What follows belongs to an exercise in optimizing a design on an open flow for a short achievable clock period and few clock cycles; a production flow would make more cautious choices. No functional check of the RTL was part of any run shown here. Power is estimated from default activity; no workload was simulated.

--- flow/run.sh ---
#!/bin/bash
# synth_recipe.tcl (not shown) runs the flow's synth.tcl, then flattens the netlist and writes it again
# the make line also repeats each setting of config.mk as NAME=value (left out here)
make -C /OpenROAD-flow-scripts/flow DESIGN_CONFIG=/design/flow/config.mk WORK_HOME=/design/flow/orfs CLKGATE_MAP_FILE= SYNTH_SCRIPT=/design/flow/synth_recipe.tcl finish
--- flow/config.mk ---
export PLATFORM = sky130hd
export DESIGN_NAME = ahb_master
export DESIGN_NICKNAME = ahb_master
export VERILOG_FILES = /design/flow/design.v
export SDC_FILE = /design/flow/constraint.sdc
export NUM_CORES = 4
export LEC_CHECK = 0
export ABC_CLOCK_PERIOD_IN_PS = 1500
export CAP_MARGIN = 20
export CORE_MARGIN = 2
export CORE_UTILIZATION = 40
export SETUP_SLACK_MARGIN = 4.5
export SLEW_MARGIN = 20
--- flow/constraint.sdc ---
create_clock -name core_clock -period 6.0 [get_ports {i_clk}]
set_input_delay 1.2000 -clock core_clock [delete_from_list [all_inputs] [get_ports {i_clk}]]
set_output_delay 1.2000 -clock core_clock [all_outputs]
set_load 0.01 [all_outputs]
--- flow/design.v ---
package ahb_master_pkg;
    localparam int ADDR_W     = 32;
    localparam int DATA_W     = 32;
    localparam int FIFO_DEPTH = 16;    
    localparam int CNT_W      = 5;
    localparam int BEAT_BYTES = 4;     
    typedef logic [ADDR_W-1:0] addr_t;
    typedef logic [DATA_W-1:0] data_t;
    typedef logic [3:0]        beat_cnt_t;
    typedef logic [CNT_W-1:0]  fifo_cnt_t;
    typedef enum logic [1:0] {
        BURST_SINGLE = 2'd0,
        BURST_INCR4  = 2'd1,
        BURST_INCR8  = 2'd2,
        BURST_INCR16 = 2'd3
    } burst_code_e;
    typedef enum logic [1:0] {
        HTRANS_IDLE   = 2'b00,
        HTRANS_BUSY   = 2'b01,
        HTRANS_NONSEQ = 2'b10,
        HTRANS_SEQ    = 2'b11
    } htrans_e;
    typedef logic [2:0] hburst_t;
    localparam hburst_t HBURST_SINGLE = 3'b000;
    localparam hburst_t HBURST_INCR4  = 3'b011;
    localparam hburst_t HBURST_INCR8  = 3'b101;
    localparam hburst_t HBURST_INCR16 = 3'b111;
    localparam logic [2:0] HSIZE_WORD = 3'b010;
    typedef struct packed {
        addr_t       addr;
        logic        write;     
        burst_code_e burst;
    } ahb_req_t;
    typedef struct packed {
        addr_t      haddr;
        htrans_e    htrans;
        hburst_t    hburst;
        logic [2:0] hsize;
        logic       hwrite;
        logic       hmastlock;
    } ahb_addr_phase_t;
endpackage
module ahb_master (
    input  logic                            i_clk,
    input  logic                            i_reset_n,
    input  logic                            i_req_valid,
    input  ahb_master_pkg::ahb_req_t        i_req,
    input  logic                            i_wdata_valid,
    input  ahb_master_pkg::data_t           i_wdata,
    output logic                            o_rdata_valid,
    output ahb_master_pkg::data_t           o_rdata,
    output logic                            o_busy,
    output logic                            o_err,
    output ahb_master_pkg::ahb_addr_phase_t o_ahb,
    output ahb_master_pkg::data_t           o_hwdata,
    input  ahb_master_pkg::data_t           i_hrdata,
    input  logic                            i_hready,
    input  logic                            i_hresp
);
    ahb_master_pkg::ahb_req_t q0, q1;
    logic       qv0;        
    logic       busy_q;     
    logic       take;
    logic       pop;
    assign take = i_req_valid && !busy_q;
    ahb_master_pkg::addr_t   haddr_q;
    ahb_master_pkg::htrans_e htrans_q;
    ahb_master_pkg::hburst_t hburst_q;
    logic                    hwrite_q;
    logic                    hlock_q;
    ahb_master_pkg::beat_cnt_t rem_q;    
    logic                    more_q;     
    logic                    rem1_q;     
    logic [ahb_master_pkg::FIFO_DEPTH-1:0] credit_q;
    logic                    credit_nz_q;
    assign credit_nz_q = credit_q[0];
    logic                    cur_xfer;      
    logic                    in_burst;      
    logic                    head_ok;       
    logic                    nx_start;
    ahb_master_pkg::htrans_e nx_htrans;
    logic                    nx_wr_issue;   
    logic [1:0]              hb;
    assign cur_xfer = htrans_q[1];
    assign in_burst = more_q;
    assign head_ok  = qv0 && (!q0.write || credit_nz_q);
    assign nx_start = !in_burst && head_ok;
    assign hb       = q0.burst;
    always_comb begin
        if (in_burst) begin
            nx_htrans = (!hwrite_q || credit_nz_q) ? ahb_master_pkg::HTRANS_SEQ
                                                   : ahb_master_pkg::HTRANS_BUSY;
        end else if (head_ok) begin
            nx_htrans = ahb_master_pkg::HTRANS_NONSEQ;
        end else begin
            nx_htrans = ahb_master_pkg::HTRANS_IDLE;
        end
    end
    assign nx_wr_issue = in_burst ? (hwrite_q && credit_nz_q) : (nx_start && q0.write);
    assign pop         = i_hready && nx_start;
    always_ff @(posedge i_clk or negedge i_reset_n) begin
        if (!i_reset_n) begin
            htrans_q <= ahb_master_pkg::HTRANS_IDLE;
            hlock_q  <= 1'b0;
            rem_q    <= '0;
            more_q   <= 1'b0;
            rem1_q   <= 1'b0;
            hwrite_q <= 1'b0;
        end else if (i_hready) begin
            htrans_q <= nx_htrans;
            hlock_q  <= (nx_htrans != ahb_master_pkg::HTRANS_IDLE);
            if (nx_start) begin
                rem_q    <= {hb == 2'd3, hb[1], hb != 2'd0, hb != 2'd0};
                more_q   <= (hb != 2'd0);
                rem1_q   <= 1'b0;
                hwrite_q <= q0.write;
            end else if (in_burst && nx_htrans == ahb_master_pkg::HTRANS_SEQ) begin
                rem_q  <= rem_q - ahb_master_pkg::beat_cnt_t'(1);
                more_q <= !rem1_q;
                rem1_q <= (rem_q == 4'd2);
            end
        end
    end
    always_ff @(posedge i_clk) begin
        if (i_hready) begin
            if (nx_start) begin
                haddr_q  <= q0.addr;
                hburst_q <= {hb[1], hb[0], hb != 2'd0};
            end else if (cur_xfer) begin
                haddr_q  <= {haddr_q[31:2] + 30'd1, haddr_q[1:0]};
            end
        end
    end
    always_ff @(posedge i_clk or negedge i_reset_n) begin
        if (!i_reset_n) begin
            qv0    <= 1'b0;
            busy_q <= 1'b0;
        end else begin
            case ({take, pop})
                2'b10: begin
                    qv0    <= 1'b1;
                    busy_q <= qv0;
                end
                2'b01: begin
                    qv0    <= busy_q;
                    busy_q <= 1'b0;
                end
                default: ;
            endcase
        end
    end
    always_ff @(posedge i_clk) begin
        if (pop) begin
            q0 <= busy_q ? q1 : i_req;
        end else if (!qv0) begin
            q0 <= i_req;
        end
        if (qv0 && !busy_q && !pop) begin
            q1 <= i_req;
        end
    end
    ahb_master_pkg::data_t mem [ahb_master_pkg::FIFO_DEPTH];
    logic [3:0]            wptr;
    logic [3:0]            dptr;         
    ahb_master_pkg::data_t hwdata_q;
    logic                  wr_issue;
    logic                  cr_up, cr_dn;
    assign wr_issue = i_hready && nx_wr_issue;
    assign cr_up    = i_wdata_valid && !wr_issue;
    assign cr_dn    = !i_wdata_valid && wr_issue;
    always_ff @(posedge i_clk or negedge i_reset_n) begin
        if (!i_reset_n) begin
            wptr        <= '0;
            dptr        <= '0;
            credit_q    <= '0;
        end else begin
            if (i_wdata_valid) begin
                wptr <= wptr + 4'd1;
            end
            if (i_hready && cur_xfer && hwrite_q) begin
                dptr <= dptr + 4'd1;
            end
            if (cr_up) begin
                credit_q <= {credit_q[ahb_master_pkg::FIFO_DEPTH-2:0], 1'b1};
            end else if (cr_dn) begin
                credit_q <= {1'b0, credit_q[ahb_master_pkg::FIFO_DEPTH-1:1]};
            end
        end
    end
    always_ff @(posedge i_clk) begin
        if (i_wdata_valid) begin
            mem[wptr] <= i_wdata;
        end
        if (i_hready && cur_xfer && hwrite_q) begin
            hwdata_q <= mem[dptr];
        end
    end
    logic                  dvalid_q;
    logic                  dwrite_q;
    logic                  rdv_q;
    logic                  err_q;
    ahb_master_pkg::data_t rdata_q;
    always_ff @(posedge i_clk or negedge i_reset_n) begin
        if (!i_reset_n) begin
            dvalid_q <= 1'b0;
            dwrite_q <= 1'b0;
            rdv_q    <= 1'b0;
            err_q    <= 1'b0;
        end else begin
            if (i_hready) begin
                dvalid_q <= cur_xfer;
                dwrite_q <= hwrite_q;
            end
            rdv_q <= dvalid_q && !dwrite_q && i_hready;
            err_q <= dvalid_q && i_hready && i_hresp;
        end
    end
    always_ff @(posedge i_clk) begin
        rdata_q <= i_hrdata;
    end
    assign o_busy        = busy_q;
    assign o_rdata_valid = rdv_q;
    assign o_rdata       = rdata_q;
    assign o_err         = err_q;
    assign o_hwdata      = hwdata_q;
    assign o_ahb.haddr     = haddr_q;
    assign o_ahb.htrans    = htrans_q;
    assign o_ahb.hburst    = hburst_q;
    assign o_ahb.hsize     = ahb_master_pkg::HSIZE_WORD;
    assign o_ahb.hwrite    = hwrite_q;
    assign o_ahb.hmastlock = hlock_q;
endmodule
==> flow_metrics.tcl, run 1 <==
set metrics [dict create \
    slew_viol_final 0 \
    power.density_nw_per_um2 466 \
    yosysUniqueCellTypes 52 \
    grt_pass1_vias 16256 \
    drive_gt1_frac 0.496 \
    io_buffers 210 \
    endpoint "o_ahb[22]" \
    antenna_left 0 \
    design.core.area_um2 68200 \
    tritoncts "yes" \
    nFillCells 4761 \
    dr.max_layer_used "met5" \
    clockRootBuffer "clkbuf_16" \
    die_w_um 266 \
    gp_congestion 0.733 \
    path_class "reg -> out" \
    syn2layout_area_growth_pct 44.7 \
    p_int_mw 13.0 \
    die-area_um2 70700 \
    syn_inst 1300 \
    crit_path_end_kind "output port" \
    peakVddDrop_mv 0.287 \
    grt_max_degree 57 \
    cp_top_family "flip-flops" \
    clk_path_buf_depth 3 \
    swShare 0.297 \
    drt-met1-wl_mm 31.6 \
    grt_usage 0.233 \
    path_cells "buf_2" \
    status "finished clean" \
    r2r_start "dptr[0]$_DFFE_PN0P_" \
    cp.depth 1 \
    met2RoutedLength_mm 43.5 \
    fin_hold_ws_ps 437 \
    p_leak_nw 14.0 \
    setup_viol 0 \
    cp-start-kind "flip-flop" \
    required_ps 4800 \
    regToRegEndpoint "hwdata_q[30]$_DFFE_PP_" \
    combPwrFrac 0.360 \
    synth_edf_count 649 \
    tightest_slew_ps 831 \
    rows 96 \
    pwr-share-seq 0.369 \
    min_period_ps 2440 \
    vias_per_cell 5.74 \
    drt-initial-drc-count 1786 \
    slew_headroom 0.446 \
    initial_utilization 0.402 \
    avgRoutedWirePerCell_um 30.4 \
    path_clk_slew_ps 60 \
    wl_mm 85.9 \
    vias 16251 \
    reg2reg_depth 5 \
    grt_pass1_wl_mm 117 \
    setup_tns_ps 0 \
    hold_class "reg -> reg" \
    dp_hpwl_mm 33.0 \
    critPathSlowestCell "edfxtp_1" \
    synth_flop_cell "edfxtp_1" \
    drc 0 \
    fin_crit_sh 0.407 \
    cts_buffers 78 \
    nNetsFinal 2000 \
    wl_met3_mm 7.11 \
    cap_violations 0 \
    hold_violations 0 \
    cp.arrival_ps 1240 \
    antenna_found_initial 6 \
    yosysSeqAreaShare 0.770 \
    overflow 0 \
    rsz0062_at_grt "true" \
    die_h_um 266 \
    first_pass_iters 7 \
    startpoint "haddr_q[12]$_DFFE_PP_" \
    skew_ps 31.1 \
    path_max_fanout 2 \
    clock_power_share 0.271 \
    avgSynthCellArea_um2 21.1 \
    htreeDepth 3 \
    worstSkewPairLatency_ps 630 \
    r2r_setup_slack_ps 3680 \
    p_sw_mw 5.49 \
    path_buf_inv 1 \
    async_reset_ff_frac 0.0555 \
    boundaryPins 214 \
    ys_ff_latch 721 \
    clkSinkCount 721 \
    cpPeakStageDelay_ps 440 \
    synthesis.area_um2 27400 \
    timing.fmax_mhz 410 \
    synth_warnings 1 \
]
kinds of logic (layout without fill, tap and decap cells):
logic type,count (synthesis),in the layout,share of synthesized area
XOR/XNOR,17,17,0.00543
AND/OR/NAND/NOR,171,183,0.0315
buffers and inverters,80,713,0.0154
adder cells (fa/ha/maj),10,10,0.00456
AO/OA/AOI/OAI,80,80,0.0177
multiplexers,219,219,0.155
flip-flops,721,721,0.770
other,2,4,0.000274
cell usage in the layout (no fill, tap or decap), types with 40 or more instances in the layout:
master	count
edfxtp_1	649
buf_16	72
buf_12	80
buf_2	63
buf_6	126
buf_4	85
mux4_2	160
mux2_4	40
clkbuf_16	96
clkdlybuf4s50_1	69
layout make-up:
cell class / count / area, um2 / area share
multi-input cells: 512 / 7100 / 0.179
repair buffers: 563 / 7610 / 0.192
flip-flops and latches: 721 / 21200 / 0.534
inverters: 9 / 48.8 / 0.00123
diodes: 1 / 2.50 / 0.0000630
clock buffers: 99 / 2130 / 0.0538
clock inverters: 42 / 510 / 0.0129
well taps: 882 / 1100 / 0.0278
power groups by stage:
stage               registers, mW  logic (mW)  clock network [mW]
floorplan                    6.77        2.85                   0
global placement             7.03        3.64                   0
detailed placement           7.06        3.67                   0
CTS                          6.78        6.14                5.05
global route                 6.88        6.91                5.26
finish                       6.82        6.66                5.00
worst min path at each step:
stage	start	endpoint	slack [ps]	cells after the start
after floorplan	dwrite_q$_DFFE_PN0P_	rdv_q$_DFF_PN0_	400	1
after global placement	dwrite_q$_DFFE_PN0P_	rdv_q$_DFF_PN0_	420	1
after detailed placement	dwrite_q$_DFFE_PN0P_	rdv_q$_DFF_PN0_	420	1
after CTS	dwrite_q$_DFFE_PN0P_	rdv_q$_DFF_PN0_	440	1
after global routing	dwrite_q$_DFFE_PN0P_	rdv_q$_DFF_PN0_	470	1
final	dwrite_q$_DFFE_PN0P_	rdv_q$_DFF_PN0_	440	1
stage by stage:
stage	util	std cells	setup WS (ps)	power, mW	instance area [um2]
6_report	0.582	2829	3560	18.5	39700
4_1_cts	0.563	2759	3460	18.0	38400
3_3_place_gp	0.456	2348	2470	10.7	31100
5_1_grt	0.582	2829	3520	19.1	39700
3_5_place_dp	0.456	2348	2440	10.7	31100
2_1_floorplan	-	1301	3240	9.62	28400
state kept, by name, indices dropped and copies added, names as in the netlist, 2 cells and up:
register  flops
hwdata_q     32
mem         512
haddr_q      32
htrans_q      2
rem_q         4
wptr          4
hburst_q      3
rdata_q      32
q1           35
dptr          4
q0           35
credit_q     16
synthesized netlist by cell type, drive strengths merged (2+ instances only):
cell    instances  area, um2
xor2            9       78.8
and4            6       52.6
xnor2           8       70.1
and3            6       37.5
or3             3       18.8
o211ai          2       15.0
nand2b          4       25.0
a21oi           7       35.0
nand3          19        100
nor3            9       56.3
mux2           43        484
mux2i          16        160
dfxtp          32        641
nor2           30        113
and2            2       12.5
buf            40        273
or4            12       90.1
conb            2       7.51
nand2          60        225
a211oi          2       15.0
a31oi          15       93.8
dfrtp          40       1000
edfxtp        649      19500
o31ai           9       67.6
o21ai          36        180
nand4          10       62.6
clkbuf         31        116
inv             9       33.8
o311ai          2       17.5
nand3b          2       15.0
ha             10        125
mux4          160       3600
or2             2       12.5
nor4            3       18.8
layer usage:
layer,vias up,global-route usage
li1,6602,-
met1,8472,0.303
met2,961,0.392
met3,208,0.0433
met4,8,0.0850
met5,-,0
timing repair:
action	4_1_cts	5_1_grt
hold buffers	0	0
resized for setup	833	134
buffers inserted	192	51
pin swaps	50	48
endpoints found under the setup margin	1408	1027
cloned	78	18
==> run 2, diff against run 1 <==
--- a/flow/design.v
+++ b/flow/design.v
@@ -162,5 +162,6 @@
     ahb_master_pkg::data_t mem [ahb_master_pkg::FIFO_DEPTH];
-    logic [3:0]            wptr;
-    logic [3:0]            dptr;         
+    logic [ahb_master_pkg::FIFO_DEPTH-1:0] wsel;    
+    logic [ahb_master_pkg::FIFO_DEPTH-1:0] dsel;    
     ahb_master_pkg::data_t hwdata_q;
+    ahb_master_pkg::data_t head_word;
     logic                  wr_issue;
@@ -172,4 +173,4 @@
         if (!i_reset_n) begin
-            wptr        <= '0;
-            dptr        <= '0;
+            wsel        <= ahb_master_pkg::FIFO_DEPTH'(1);
+            dsel        <= ahb_master_pkg::FIFO_DEPTH'(1);
             credit_q    <= '0;
@@ -177,6 +178,6 @@
             if (i_wdata_valid) begin
-                wptr <= wptr + 4'd1;
+                wsel <= {wsel[ahb_master_pkg::FIFO_DEPTH-2:0], wsel[ahb_master_pkg::FIFO_DEPTH-1]};
             end
             if (i_hready && cur_xfer && hwrite_q) begin
-                dptr <= dptr + 4'd1;
+                dsel <= {dsel[ahb_master_pkg::FIFO_DEPTH-2:0], dsel[ahb_master_pkg::FIFO_DEPTH-1]};
             end
@@ -189,8 +190,16 @@
     end
-    always_ff @(posedge i_clk) begin
-        if (i_wdata_valid) begin
-            mem[wptr] <= i_wdata;
+    always_comb begin
+        head_word = '0;
+        for (int k = 0; k < ahb_master_pkg::FIFO_DEPTH; k++) begin
+            head_word = head_word | (mem[k] & {ahb_master_pkg::DATA_W{dsel[k]}});
+        end
+    end
+    always_ff @(posedge i_clk) begin
+        for (int k = 0; k < ahb_master_pkg::FIFO_DEPTH; k++) begin
+            if (i_wdata_valid && wsel[k]) begin
+                mem[k] <= i_wdata;
+            end
         end
         if (i_hready && cur_xfer && hwrite_q) begin
-            hwdata_q <= mem[dptr];
+            hwdata_q <= head_word;
         end
--- a/flow/config.mk
+++ b/flow/config.mk
@@ -11,2 +11,5 @@
 export CORE_UTILIZATION = 40
+export CTS_BUF_LIST = sky130_fd_sc_hd__clkbuf_8
+export CTS_CLUSTER_DIAMETER = 50
+export CTS_CLUSTER_SIZE = 20
 export SETUP_SLACK_MARGIN = 4.5
==> run 2 against run 1 <==
Against the previous run:
- final area is 5.7% lower
- largest cell class unchanged
- die area fell by 1.3%
- global-route usage up 0.23 points
- hold slack improved by 7.9 ps
- count of clock-buffer cells in the layout fell by 15
- critical path type unchanged
- via count up 6.1%
- highest routed layer unchanged
==> flow_metrics.tcl, run 2 <==
set metrics [dict create \
    status "finished clean" \
    clk_path_buf_depth 3 \
    grt_max_degree 65 \
    fin_crit_sh 0.430 \
    syn2layout_area_growth_pct 38.3 \
    cpPeakStageDelay_ps 500 \
    rsz0062_at_grt "true" \
    worstSkewPairLatency_ps 710 \
    setup_slack_ps 3420 \
    drt-initial-drc-count 2162 \
    avgSynthCellArea_um2 18.3 \
    nFillCells 5020 \
    p_int_mw 8.99 \
    vias 17237 \
    io_buffers 210 \
    die_w_um 264 \
    timing.fmax_mhz 387 \
    setup_viol 0 \
    gp_congestion 0.764 \
    clock_power_share 0.300 \
    hold_class "reg -> reg" \
    drc 0 \
    path_clk_slew_ps 90 \
    synthesis.area_um2 27100 \
    synth_edf_count 649 \
    fin_hold_ws_ps 445 \
    synth_common_cells "edfxtp_1 (649), a221oi_1 (128), a22o_1 (128), clkbuf_1 (81), mux2_2 (72)" \
    cts_buffers 78 \
    reg2reg_depth 9 \
    nNetsFinal 2106 \
    cp.depth 1 \
    async_reset_ff_frac 0.0859 \
    tightest_slew_ps 646 \
    overflow 0 \
    p_total_mw 12.5 \
    grt_pass1_wl_mm 119 \
    first_pass_iters 5 \
    path_buf_inv 1 \
    grt_usage 0.235 \
    cp.arrival_ps 1380 \
    clkSinkCount 745 \
    avgRoutedWirePerCell_um 28.6 \
    setup_tns_ps 0 \
    yosys-top-cells-area "edfxtp_1 (72%), dfrtp_1 (5.7%), a221oi_1 (4.1%)" \
    combPwrFrac 0.199 \
    endpoint "o_hwdata[11]" \
    critPathSlowestCell "edfxtp_1" \
    cp_top_family "flip-flops" \
    peakVddDrop_mv 0.366 \
    cap_violations 0 \
    path_cells "buf_2" \
    top_regs "mem: 512 flops, q0: 35 flops, q1: 35 flops" \
    slew_headroom 0.569 \
    yosys.area.top_type "edfxtp_1" \
    path_max_fanout 1 \
    min_period_ps 2580 \
    syn_inst 1482 \
    synth_flop_cell "edfxtp_1" \
    boundaryPins 214 \
    hold_violations 0 \
    required_ps 4800 \
    slew_viol_final 0 \
    antenna_left 0 \
    antenna_found_initial 10 \
    grt_pass1_vias 17163 \
    yosysUniqueCellTypes 53 \
    clockRootBuffer "clkbuf_8" \
    wl_mm 83.9 \
    largest-register "mem" \
    dp_hpwl_mm 33.2 \
    vias_per_cell 5.87 \
    skew_ps 44.0 \
    swShare 0.280 \
    p_leak_nw 13.4 \
    r2r_start "haddr_q[2]$_DFFE_PP_" \
    htreeDepth 3 \
    synth_warnings 2 \
    yosysSeqAreaShare 0.803 \
    drive_gt1_frac 0.422 \
    path_class "reg -> out" \
    ys_ff_latch 745 \
    initial_utilization 0.404 \
    p_sw_mw 3.49 \
    pre_cts_ws_ps 2310 \
    synth_most_common_cell "edfxtp_1" \
    design.core.area_um2 67000 \
    tritoncts "yes" \
    synth_top_area_frac 0.720 \
    cts_hold_buf 0 \
    layout_common_cells "edfxtp_1 (649), a22o_1 (128), buf_6 (112)" \
    crit_path_end_kind "output port" \
    power.density_nw_per_um2 333 \
    final_common_cell "edfxtp_1" \
    die-area_um2 69800 \
    die_h_um 264 \
    r2r_setup_slack_ps 3610 \
    finish.utilization 0.558 \
    cp-start-kind "flip-flop" \
    startpoint "hwdata_q[11]$_DFFE_PP_" \
    rows 95 \
    pwr-share-seq 0.500 \
    largest_reg_flops 512 \
    regToRegEndpoint "haddr_q[26]$_DFFE_PP_" \
]
## run 2: cell count changes in the layout (fill, tap and decap cells not counted), sizes merged, moves of 29 or more
cell / before / now
a221oi: 0 / 128
a22o: 0 / 128
and2: 2 / 35
buf: 445 / 398
clkbuf: 124 / 88
mux2: 43 / 72
mux4: 160 / 0
nand4: 10 / 41
## run 2: power by group through the flow
stage	registers, mW	logic, mW	clock network [mW]
after global placement	6.39	1.09	0
after CTS	6.22	2.19	3.80
after floorplan	6.38	0.606	0
after detailed placement	6.40	1.12	0
after global routing	6.27	2.61	4.02
final	6.24	2.49	3.74
## run 2: kinds of logic after synthesis
| kind of cell | after synthesis | synth area share |
|---|---|---|
| fa+ha+maj | 5 | 0.00231 |
| compound gates | 337 | 0.101 |
| xor+xnor | 13 | 0.00421 |
| other cells | 2 | 0.000277 |
| mux | 87 | 0.0355 |
| buf+inv | 106 | 0.0162 |
| simple gates | 187 | 0.0378 |
| flops | 745 | 0.803 |
## run 2: cell type report
cell class                      count  area (um2)  area share
Clock inverter                     61         696      0.0186
Clock buffer                       84        1160      0.0309
Tap cell                          873        1090      0.0292
Timing Repair Buffer              503        6280       0.168
Timing Repair inverter              1        7.51    0.000201
Antenna cell                        3        7.51    0.000201
Sequential cell                   745       21800       0.582
Multi-Input combinational cell    656        6350       0.170
Inverter                           11        52.6     0.00140
## run 2: what timing repair did
item	4_1_cts	5_1_grt
pin swaps	100	55
resized for setup	854	120
setup buffers	202	37
setup endpoints to repair	1238	532
cloned	54	3
## run 2: worst min path at each step
stage,slack (ps),to,from,cells after the start
6_report,440,rdv_q$_DFF_PN0_,dwrite_q$_DFFE_PN0P_,1
5_1_grt,480,rdv_q$_DFF_PN0_,dwrite_q$_DFFE_PN0P_,1
4_1_cts,450,rdv_q$_DFF_PN0_,dwrite_q$_DFFE_PN0P_,1
3_5_place_dp,430,rdv_q$_DFF_PN0_,dwrite_q$_DFFE_PN0P_,1
3_3_place_gp,410,rdv_q$_DFF_PN0_,dwrite_q$_DFFE_PN0P_,1
2_1_floorplan,400,rdv_q$_DFF_PN0_,dwrite_q$_DFFE_PN0P_,1
## run 2: per-layer routing
layer | GRT usage | share of wire
met5 | 0 | 0.00077
met4 | 0.0961 | 0.040
met3 | 0.0578 | 0.11
met2 | 0.376 | 0.47
met1 | 0.309 | 0.38
## run 2: per-stage QoR
step / cell area [um2] / std cells
6_report: 37400 / 2937
3_5_place_dp: 30300 / 2493
4_1_cts: 36600 / 2894
5_1_grt: 37400 / 2935
3_3_place_gp: 30300 / 2493
2_1_floorplan: 27500 / 1483
==> run 3, diff against run 2 <==
--- a/flow/config.mk
+++ b/flow/config.mk
@@ -11,5 +11,2 @@
 export CORE_UTILIZATION = 40
-export CTS_BUF_LIST = sky130_fd_sc_hd__clkbuf_8
-export CTS_CLUSTER_DIAMETER = 50
-export CTS_CLUSTER_SIZE = 20
 export SETUP_SLACK_MARGIN = 4.5
==> run 3 against run 2 <==
Against the previous run:
- still clean on timing, DRC and antenna
- routed wire length rose by 3.9%
- area after synthesis did not move
- non-clock buffer count rose by 17
- critical path depth did not move
- core utilization rose by 1.6 points
- final area rose by 2.9%
- clock power rose by 27%
- sequential share of layout area fell by 1.6 points
- via count rose by 2.5%
- critical path type unchanged
- critical endpoint unchanged
- largest cell class unchanged
==> flow_metrics.tcl, run 3 <==
set metrics [dict create \
    fin_hold_ws_ps 439 \
    synth_top_area_frac 0.720 \
    pre_cts_ws_ps 2310 \
    cp.arrival_ps 1320 \
    holdPathStages 1 \
    peakVddDrop_mv 0.302 \
    crit_path_end_kind "output port" \
    design.core.area_um2 67000 \
    cap_violations 0 \
    cts_buffers 79 \
    setup_tns_ps 0 \
    instances_no_fill 2954 \
    path_cells "buf_2" \
    antenna_left 0 \
    initial_utilization 0.404 \
    avgRoutedWirePerCell_um 29.5 \
    min_period_ps 2520 \
    overflow 0 \
    yosysSeqAreaShare 0.803 \
    final_area_um2 38500 \
    dp.cells 2493 \
    first_pass_iters 6 \
    clkSinkCount 745 \
    rsz0062_at_grt "true" \
    syn_inst 1482 \
    hold_class "reg -> reg" \
    drc 0 \
    setup_viol 0 \
    hold_violations 0 \
    cp.depth 1 \
    p_leak_nw 13.9 \
    path_max_fanout 1 \
    io_buffers 210 \
    htreeDepth 3 \
    synth_compound_area_frac 0.101 \
    cp_top_family "flip-flops" \
    nNetsFinal 2125 \
    grt_pass1_wl_mm 120 \
    yosysUniqueCellTypes 53 \
    hp-start "dwrite_q$_DFFE_PN0P_" \
    clk_path_buf_depth 3 \
    fin_crit_sh 0.420 \
    status "finished clean" \
    largest-register "mem" \
    yosys.area.top_type "edfxtp_1" \
    die-area_um2 69800 \
    async_reset_ff_frac 0.0859 \
    synthMuxAreaShare 0.0355 \
    reg2reg_depth 7 \
    slew_viol_final 0 \
    gp_congestion 0.764 \
    timing.fmax_mhz 397 \
    synth_fa_ha_area_frac 0.00231 \
    synth_top_family_by_area "compound AO/OA/AOI/OAI gates" \
    dpl-instance-area_um2 30300 \
    boundaryPins 214 \
    path_clk_slew_ps 60 \
    clockRootBuffer "clkbuf_16" \
    r2r_setup_slack_ps 3570 \
    synthesis.area_um2 27100 \
    finish.utilization 0.574 \
    top_regs "mem: 512 flops, q0: 35 flops, q1: 35 flops" \
    die_h_um 264 \
    wl_mm 87.2 \
    p_total_mw 13.6 \
    vias_per_cell 5.98 \
    rows 95 \
    path_buf_inv 1 \
    synth_common_cells "edfxtp_1 (649), a221oi_1 (128), a22o_1 (128), clkbuf_1 (81), mux2_2 (72)" \
    tightest_slew_ps 641 \
    slew_headroom 0.573 \
    r2r_start "haddr_q[8]$_DFFE_PP_" \
    synth_edf_count 649 \
    grt_pass1_vias 17244 \
    cpPeakStageDelay_ps 500 \
    worstSkewPairLatency_ps 630 \
    cp-start-kind "flip-flop" \
    synth_xor_area_frac 0.00421 \
    synth_most_common_cell "edfxtp_1" \
    dp_hpwl_mm 33.2 \
    regToRegEndpoint "haddr_q[21]$_DFFE_PP_" \
    avgSynthCellArea_um2 18.3 \
    required_ps 4800 \
    setup_slack_ps 3480 \
    hold_end "rdv_q$_DFF_PN0_" \
    ys_ff_latch 745 \
    synth_warnings 2 \
    path_class "reg -> out" \
    synth_flop_cell "edfxtp_1" \
    critPathSlowestCell "edfxtp_1" \
    largest_reg_flops 512 \
    drt-initial-drc-count 2388 \
    antenna_found_initial 7 \
    yosys-top-cells-area "edfxtp_1 (72%), dfrtp_1 (5.7%), a221oi_1 (4.1%)" \
    final_common_cell "edfxtp_1" \
    power.density_nw_per_um2 354 \
    drive_gt1_frac 0.424 \
    grt_usage 0.238 \
    skew_ps 26.7 \
    yosys.area_share.simple 0.0378 \
    die_w_um 264 \
    tritoncts "yes" \
    vias 17664 \
    syn2layout_area_growth_pct 42.3 \
    grt_max_degree 65 \
    layout_common_cells "edfxtp_1 (649), a22o_1 (127), buf_6 (127)" \
]
run 3: cell count changes in the layout (fill, tap and decap cells not counted), moves of 11 or more:
| cell | previous run | this run |
|---|---|---|
| buf_12 | 99 | 83 |
| clkbuf_8 | 84 | 2 |
| buf_6 | 112 | 127 |
| a221oi_1 | 48 | 31 |
| clkbuf_16 | 4 | 85 |
| clkinv_1 | 0 | 15 |
| buf_16 | 28 | 39 |
| clkinv_8 | 12 | 1 |
| clkbuf_1 | 0 | 18 |
| a221oi_2 | 80 | 95 |
run 3: power breakdown:
group | internal [mW] | switching [mW]
registers | 6.05 | 0.202
logic | 1.40 | 1.24
clock network | 2.73 | 2.02
run 3: cell type report:
class / instances / area (um2)
Multi-Input combinational cell: 657 / 6560
Timing Repair inverter: 1 / 7.51
Sequential cell: 745 / 21800
Clock inverter: 44 / 369
Timing Repair Buffer: 520 / 6490
Tap cell: 873 / 1090
Inverter: 11 / 60.1
Fill cell: 4900 / 28500
Antenna cell: 2 / 5.00
Clock buffer: 101 / 2120
run 3: timing repair:
action,CTS,global route
cloned,66,5
pin swaps,108,65
resized for setup,898,119
hold buffers,0,0
endpoints found under the setup margin,1427,484
buffers inserted,178,65
run 3: worst max-delay path by stage:
stage,start,to,slack (ps)
after floorplan,i_hready,q1[0]$_DFFE_PP_,3090
after global placement,i_hready,hwdata_q[0]$_DFFE_PP_,2330
after detailed placement,i_hready,hwdata_q[23]$_DFFE_PP_,2310
after CTS,hwdata_q[11]$_DFFE_PP_,o_hwdata[11],3490
after global routing,hwdata_q[6]$_DFFE_PP_,o_hwdata[6],3480
final,hwdata_q[11]$_DFFE_PP_,o_hwdata[11],3480
run 3: logic make-up after synthesis:
kind of cell,after synthesis
multiplexers,87
flip-flops,745
XOR/XNOR,13
AO/OA/AOI/OAI,337
adder cells (fa/ha/maj),5
other,2
buffers and inverters,106
AND/OR/NAND/NOR,187
run 3: per-layer routing:
layer  vias to the layer above  share of wire  global-route usage  routed length (um)
met2                      1218           0.47               0.388               41400
met3                       247           0.11              0.0576                9730
met1                      8955           0.37               0.313               32300
li1                       7238              -                   -                   -
met4                         6          0.043              0.0803                3720
met5                         -        0.00050                   0                  44
==> run 4, diff against run 3 <==
--- a/flow/design.v
+++ b/flow/design.v
@@ -60,4 +60,4 @@
     ahb_master_pkg::ahb_req_t q0, q1;
-    logic       qv0;        
-    logic       busy_q;     
+    logic [1:0] qcnt;
+    logic       busy_q;
     logic       take;
@@ -71,7 +71,4 @@
     ahb_master_pkg::beat_cnt_t rem_q;    
-    logic                    more_q;     
-    logic                    rem1_q;     
-    logic [ahb_master_pkg::FIFO_DEPTH-1:0] credit_q;
+    ahb_master_pkg::fifo_cnt_t credit_q;
     logic                    credit_nz_q;
-    assign credit_nz_q = credit_q[0];
     logic                    cur_xfer;      
@@ -84,4 +81,4 @@
     assign cur_xfer = htrans_q[1];
-    assign in_burst = more_q;
-    assign head_ok  = qv0 && (!q0.write || credit_nz_q);
+    assign in_burst = (rem_q != '0);
+    assign head_ok  = (qcnt != 2'd0) && (!q0.write || credit_nz_q);
     assign nx_start = !in_burst && head_ok;
@@ -105,4 +102,2 @@
             rem_q    <= '0;
-            more_q   <= 1'b0;
-            rem1_q   <= 1'b0;
             hwrite_q <= 1'b0;
@@ -113,9 +108,5 @@
                 rem_q    <= {hb == 2'd3, hb[1], hb != 2'd0, hb != 2'd0};
-                more_q   <= (hb != 2'd0);
-                rem1_q   <= 1'b0;
                 hwrite_q <= q0.write;
             end else if (in_burst && nx_htrans == ahb_master_pkg::HTRANS_SEQ) begin
-                rem_q  <= rem_q - ahb_master_pkg::beat_cnt_t'(1);
-                more_q <= !rem1_q;
-                rem1_q <= (rem_q == 4'd2);
+                rem_q <= rem_q - ahb_master_pkg::beat_cnt_t'(1);
             end
@@ -133,18 +124,18 @@
     end
-    always_ff @(posedge i_clk or negedge i_reset_n) begin
-        if (!i_reset_n) begin
-            qv0    <= 1'b0;
+    logic [1:0] qcnt_nx;
+    always_comb begin
+        qcnt_nx = qcnt;
+        case ({take, pop})
+            2'b10:   qcnt_nx = qcnt + 2'd1;
+            2'b01:   qcnt_nx = qcnt - 2'd1;
+            default: qcnt_nx = qcnt;
+        endcase
+    end
+    always_ff @(posedge i_clk or negedge i_reset_n) begin
+        if (!i_reset_n) begin
+            qcnt   <= 2'd0;
             busy_q <= 1'b0;
         end else begin
-            case ({take, pop})
-                2'b10: begin
-                    qv0    <= 1'b1;
-                    busy_q <= qv0;
-                end
-                2'b01: begin
-                    qv0    <= busy_q;
-                    busy_q <= 1'b0;
-                end
-                default: ;
-            endcase
+            qcnt   <= qcnt_nx;
+            busy_q <= (qcnt_nx == 2'd2);
         end
@@ -153,7 +144,7 @@
         if (pop) begin
-            q0 <= busy_q ? q1 : i_req;
-        end else if (!qv0) begin
+            q0 <= (qcnt == 2'd2) ? q1 : i_req;
+        end else if (qcnt == 2'd0) begin
             q0 <= i_req;
         end
-        if (qv0 && !busy_q && !pop) begin
+        if (qcnt == 2'd1 && !pop) begin
             q1 <= i_req;
@@ -162,44 +153,38 @@
     ahb_master_pkg::data_t mem [ahb_master_pkg::FIFO_DEPTH];
-    logic [ahb_master_pkg::FIFO_DEPTH-1:0] wsel;    
-    logic [ahb_master_pkg::FIFO_DEPTH-1:0] dsel;    
+    logic [3:0]            wptr;
+    logic [3:0]            dptr;         
     ahb_master_pkg::data_t hwdata_q;
-    ahb_master_pkg::data_t head_word;
     logic                  wr_issue;
-    logic                  cr_up, cr_dn;
+    ahb_master_pkg::fifo_cnt_t credit_nx;
     assign wr_issue = i_hready && nx_wr_issue;
-    assign cr_up    = i_wdata_valid && !wr_issue;
-    assign cr_dn    = !i_wdata_valid && wr_issue;
-    always_ff @(posedge i_clk or negedge i_reset_n) begin
-        if (!i_reset_n) begin
-            wsel        <= ahb_master_pkg::FIFO_DEPTH'(1);
-            dsel        <= ahb_master_pkg::FIFO_DEPTH'(1);
+    always_comb begin
+        case ({i_wdata_valid, wr_issue})
+            2'b10:   credit_nx = credit_q + ahb_master_pkg::fifo_cnt_t'(1);
+            2'b01:   credit_nx = credit_q - ahb_master_pkg::fifo_cnt_t'(1);
+            default: credit_nx = credit_q;
+        endcase
+    end
+    always_ff @(posedge i_clk or negedge i_reset_n) begin
+        if (!i_reset_n) begin
+            wptr        <= '0;
+            dptr        <= '0;
             credit_q    <= '0;
+            credit_nz_q <= 1'b0;
         end else begin
             if (i_wdata_valid) begin
-                wsel <= {wsel[ahb_master_pkg::FIFO_DEPTH-2:0], wsel[ahb_master_pkg::FIFO_DEPTH-1]};
+                wptr <= wptr + 4'd1;
             end
             if (i_hready && cur_xfer && hwrite_q) begin
-                dsel <= {dsel[ahb_master_pkg::FIFO_DEPTH-2:0], dsel[ahb_master_pkg::FIFO_DEPTH-1]};
-            end
-            if (cr_up) begin
-                credit_q <= {credit_q[ahb_master_pkg::FIFO_DEPTH-2:0], 1'b1};
-            end else if (cr_dn) begin
-                credit_q <= {1'b0, credit_q[ahb_master_pkg::FIFO_DEPTH-1:1]};
-            end
-        end
-    end
-    always_comb begin
-        head_word = '0;
-        for (int k = 0; k < ahb_master_pkg::FIFO_DEPTH; k++) begin
-            head_word = head_word | (mem[k] & {ahb_master_pkg::DATA_W{dsel[k]}});
-        end
-    end
-    always_ff @(posedge i_clk) begin
-        for (int k = 0; k < ahb_master_pkg::FIFO_DEPTH; k++) begin
-            if (i_wdata_valid && wsel[k]) begin
-                mem[k] <= i_wdata;
-            end
+                dptr <= dptr + 4'd1;
+            end
+            credit_q    <= credit_nx;
+            credit_nz_q <= (credit_nx != '0);
+        end
+    end
+    always_ff @(posedge i_clk) begin
+        if (i_wdata_valid) begin
+            mem[wptr] <= i_wdata;
         end
         if (i_hready && cur_xfer && hwrite_q) begin
-            hwdata_q <= head_word;
+            hwdata_q <= mem[dptr];
         end
--- a/flow/config.mk
+++ b/flow/config.mk
@@ -7,3 +7,3 @@
 export LEC_CHECK = 0
-export ABC_CLOCK_PERIOD_IN_PS = 1500
+export ABC_CLOCK_PERIOD_IN_PS = 2000
 export CAP_MARGIN = 20
@@ -11,3 +11,3 @@
 export CORE_UTILIZATION = 40
-export SETUP_SLACK_MARGIN = 4.5
+export SETUP_SLACK_MARGIN = 3.5
 export SLEW_MARGIN = 20
==> run 4 against run 3 <==
Against the previous run:
- critical endpoint is now credit_nz_q$_DFF_PN0_
- clock power up 2%
- die area up 0.84%
- sequential cell count down 35
- largest power group unchanged
==> flow_metrics.tcl, run 4 <==
set metrics [dict create \
    yosys.area.top_type "edfxtp_1" \
    tightest_slew_ps 792 \
    drive_gt1_frac 0.288 \
    cp.depth 14 \
    die-area_um2 70300 \
    required_ps 6490 \
    top_regs "mem: 512 flops, q0: 35 flops, q1: 35 flops" \
    synth_flop_cell "edfxtp_1" \
    dp.cells 2398 \
    synth_warnings 1 \
    power.density_nw_per_um2 456 \
    cp.arrival_ps 3560 \
    largest_reg_flops 512 \
    path_buf_inv 1 \
    clock_power_share 0.311 \
    drc 0 \
    overflow 0 \
    instances_no_fill 2645 \
    slew_headroom 0.472 \
    clockRootBuffer "clkbuf_16" \
    hold_violations 0 \
    combPwrFrac 0.261 \
    vias_per_cell 5.27 \
    initial_utilization 0.405 \
    cpPeakStageDelay_ps 460 \
    synth_top_area_frac 0.714 \
    hold_end "rdv_q$_DFF_PN0_" \
    vias 13930 \
    hold_class "reg -> reg" \
    swShare 0.286 \
    peakVddDrop_mv 0.232 \
    synth_compound_area_frac 0.0259 \
    syn2layout_area_growth_pct 25.2 \
    p_total_mw 15.6 \
    wl_mm 62.2 \
    fin_hold_ws_ps 420 \
    hp-start "dwrite_q$_DFFE_PN0P_" \
    regToRegEndpoint "credit_nz_q$_DFF_PN0_" \
    avgSynthCellArea_um2 20.1 \
    rsz0062_at_grt "true" \
    gp_congestion 0.751 \
    layout_common_cells "edfxtp_1 (649), mux4_2 (128), clkdlybuf4s50_1 (102)" \
    nNetsFinal 1825 \
    fin_crit_sh 0.513 \
    grt_pass1_wl_mm 91.2 \
    first_pass_iters 5 \
    yosys-top-cells-area "edfxtp_1 (71%), mux4_2 (11%), dfrtp_1 (2.7%)" \
    yosysUniqueCellTypes 45 \
    synth_xor_area_frac 0.0128 \
    largest-register "mem" \
    synth_top_family_by_area "multiplexers" \
    synth_most_common_cell "edfxtp_1" \
    clkSinkCount 710 \
    skew_ps 19.5 \
    drt-initial-drc-count 1251 \
    htreeDepth 3 \
    grt_max_degree 87 \
    r2r_setup_slack_ps 2920 \
    path_cells "inv_2 > ha_4 > or3b_4 > nand2_2 > o21ai_2 > and3_4 > ha_4 > xor2_1 > ha_2 > nor2b_4 > a31oi_2 > o32ai_2 > xor2_1 > or4b_1" \
    grt_usage 0.175 \
    worstSkewPairLatency_ps 630 \
    min_period_ps 3080 \
    synthMuxAreaShare 0.139 \
    boundaryPins 214 \
    yosysSeqAreaShare 0.764 \
    syn_inst 1359 \
    clk_path_buf_depth 3 \
    reg2reg_depth 14 \
    antenna_found_initial 4 \
    cp-start-kind "flip-flop" \
    startpoint "rem_q[0]$_DFFE_PN0P_" \
    p_int_mw 11.1 \
    ys_ff_latch 710 \
    p_sw_mw 4.46 \
    r2r_start "rem_q[0]$_DFFE_PN0P_" \
    tritoncts "yes" \
    path_clk_slew_ps 60 \
    io_buffers 210 \
    cts_buffers 78 \
    rows 95 \
    design.core.area_um2 67400 \
    setup_tns_ps 0 \
    status "finished clean" \
    die_h_um 265 \
    timing.fmax_mhz 325 \
    cap_violations 0 \
    synthesis.area_um2 27300 \
    critPathSlowestCell "or4b_1" \
    synth_edf_count 649 \
    yosys.area_share.simple 0.0360 \
    synth_fa_ha_area_frac 0.00688 \
    async_reset_ff_frac 0.0408 \
    dp_hpwl_mm 32.4 \
    slew_viol_final 0 \
    setup_viol 0 \
    antenna_left 0 \
    final_common_cell "edfxtp_1" \
    p_leak_nw 11.6 \
    crit_path_end_kind "flip-flop" \
    die_w_um 265 \
    cp_top_family "simple AND/OR/NAND/NOR gates" \
    path_max_fanout 3 \
    path_class "reg -> reg" \
    grt_pass1_vias 14374 \
    avgRoutedWirePerCell_um 23.5 \
    synth_common_cells "edfxtp_1 (649), mux4_2 (128), nand2_1 (58), o21ai_0 (41), nor2b_1 (38)" \
    holdPathStages 1 \
    pwr-share-seq 0.428 \
]
[run 4: worst max path at each step]
stage | to
after CTS | credit_nz_q$_DFF_PN0_
final | credit_nz_q$_DFF_PN0_
after detailed placement | credit_nz_q$_DFF_PN0_
after global routing | credit_nz_q$_DFF_PN0_
after floorplan | credit_nz_q$_DFF_PN0_
after global placement | credit_nz_q$_DFF_PN0_
[run 4: what timing repair did]
item	4_1_cts	5_1_grt
hold buffers	0	0
pin swaps	18	8
endpoints found under the setup margin	818	269
gates resized for setup	275	43
buffers inserted	58	25
cloned	10	7
[run 4: area by class of cell]
type | instances | area [um2]
fill | 5349 | 33200
sequential | 710 | 20900
multi-input combinational | 572 | 6350
timing repair buffer | 332 | 3190
clock buffer | 96 | 2070
tap | 873 | 1090
clock inverter | 50 | 548
inverter | 11 | 41.3
antenna | 1 | 2.50
[run 4: worst register-to-register path: stages (launching register included)]
cell and delay, ps:
dfrtp_1 400, inv_2 90, ha_4 140, or3b_4 390
nand2_2 70, o21ai_2 50, and3_4 190, ha_4 160
xor2_1 150, ha_2 210, nor2b_4 160, a31oi_2 90
o32ai_2 300, xor2_1 110, or4b_1 460
[run 4: stage by stage]
step	instance area (um2)	worst slack [ps]	utilization
after global routing	34200	2780	0.507
after global placement	30500	1810	0.453
after detailed placement	30600	1780	0.454
after CTS	33800	2910	0.501
after floorplan	27500	2510	-
final	34200	2920	0.507
[run 4: power by group through the flow]
stage               logic, mW  clock network (mW)  registers (mW)
detailed placement       3.56                   0            6.87
global placement         3.52                   0            6.85
finish                   4.06                4.84            6.67
global route             4.40                5.15            6.75
floorplan                2.50                   0            6.65
CTS                      3.92                4.96            6.71
[run 4: cell families (layout without fill, tap and decap cells)]
family          Yosys count  count (layout)
other cells               2               4
mux                     203             203
flops                   710             710
simple gates            185             191
buf+inv                  84             489
xor+xnor                 40              40
compound gates          120             120
fa+ha+maj                15              15
[run 4: metal layers]
layer  vias up  share of wire  track usage
met1      7230           0.42        0.230
met5         -        0.00074            0
met2       410           0.50        0.290
met4         6          0.020       0.0487
met3       102          0.063       0.0423
li1       6182              -            -

port drivers added, routing unchanged:
The flow's constraints put no driver on any port. The routed layouts listed below were extracted and timed again, unchanged, in two steps.
Step 1: set_driving_cell puts a clkbuf_16 on i_clk and a buf_2 on each other input, an assumption about the parent block.
Step 2 times the ports against the registers' clock, not the clock port: input delays grow and output delays shrink by t, the midpoint of the rising clock arrivals with the driver on.
a / b / c = ideal ports / drivers / drivers and shift; a / b = the first two.
run | t (ns) | setup slack, ns | latest minus earliest clock arrival (ns) | worst slew at a driven data input, ns | cell pins on the clock port's net
run 1 | 0.675 | 3.560 / 3.495 / 3.398 | 0.031 / 0.032 | 0.09 | 1
run 2 | 0.740 | 3.418 / 3.361 / 3.373 | 0.055 / 0.054 | 0.13 | 1
run 3 | 0.675 | 3.480 / 3.419 / 3.383 | 0.028 / 0.028 | 0.19 | 1
run 4 | 0.669 | 2.921 / 2.921 / 2.312 | 0.029 / 0.030 | 0.09 | 1
After both steps every run listed still meets setup and hold. For run 4, which loses most, drivers alone change the setup slack by 0.000 ns; drivers and shift together by -0.609 ns.
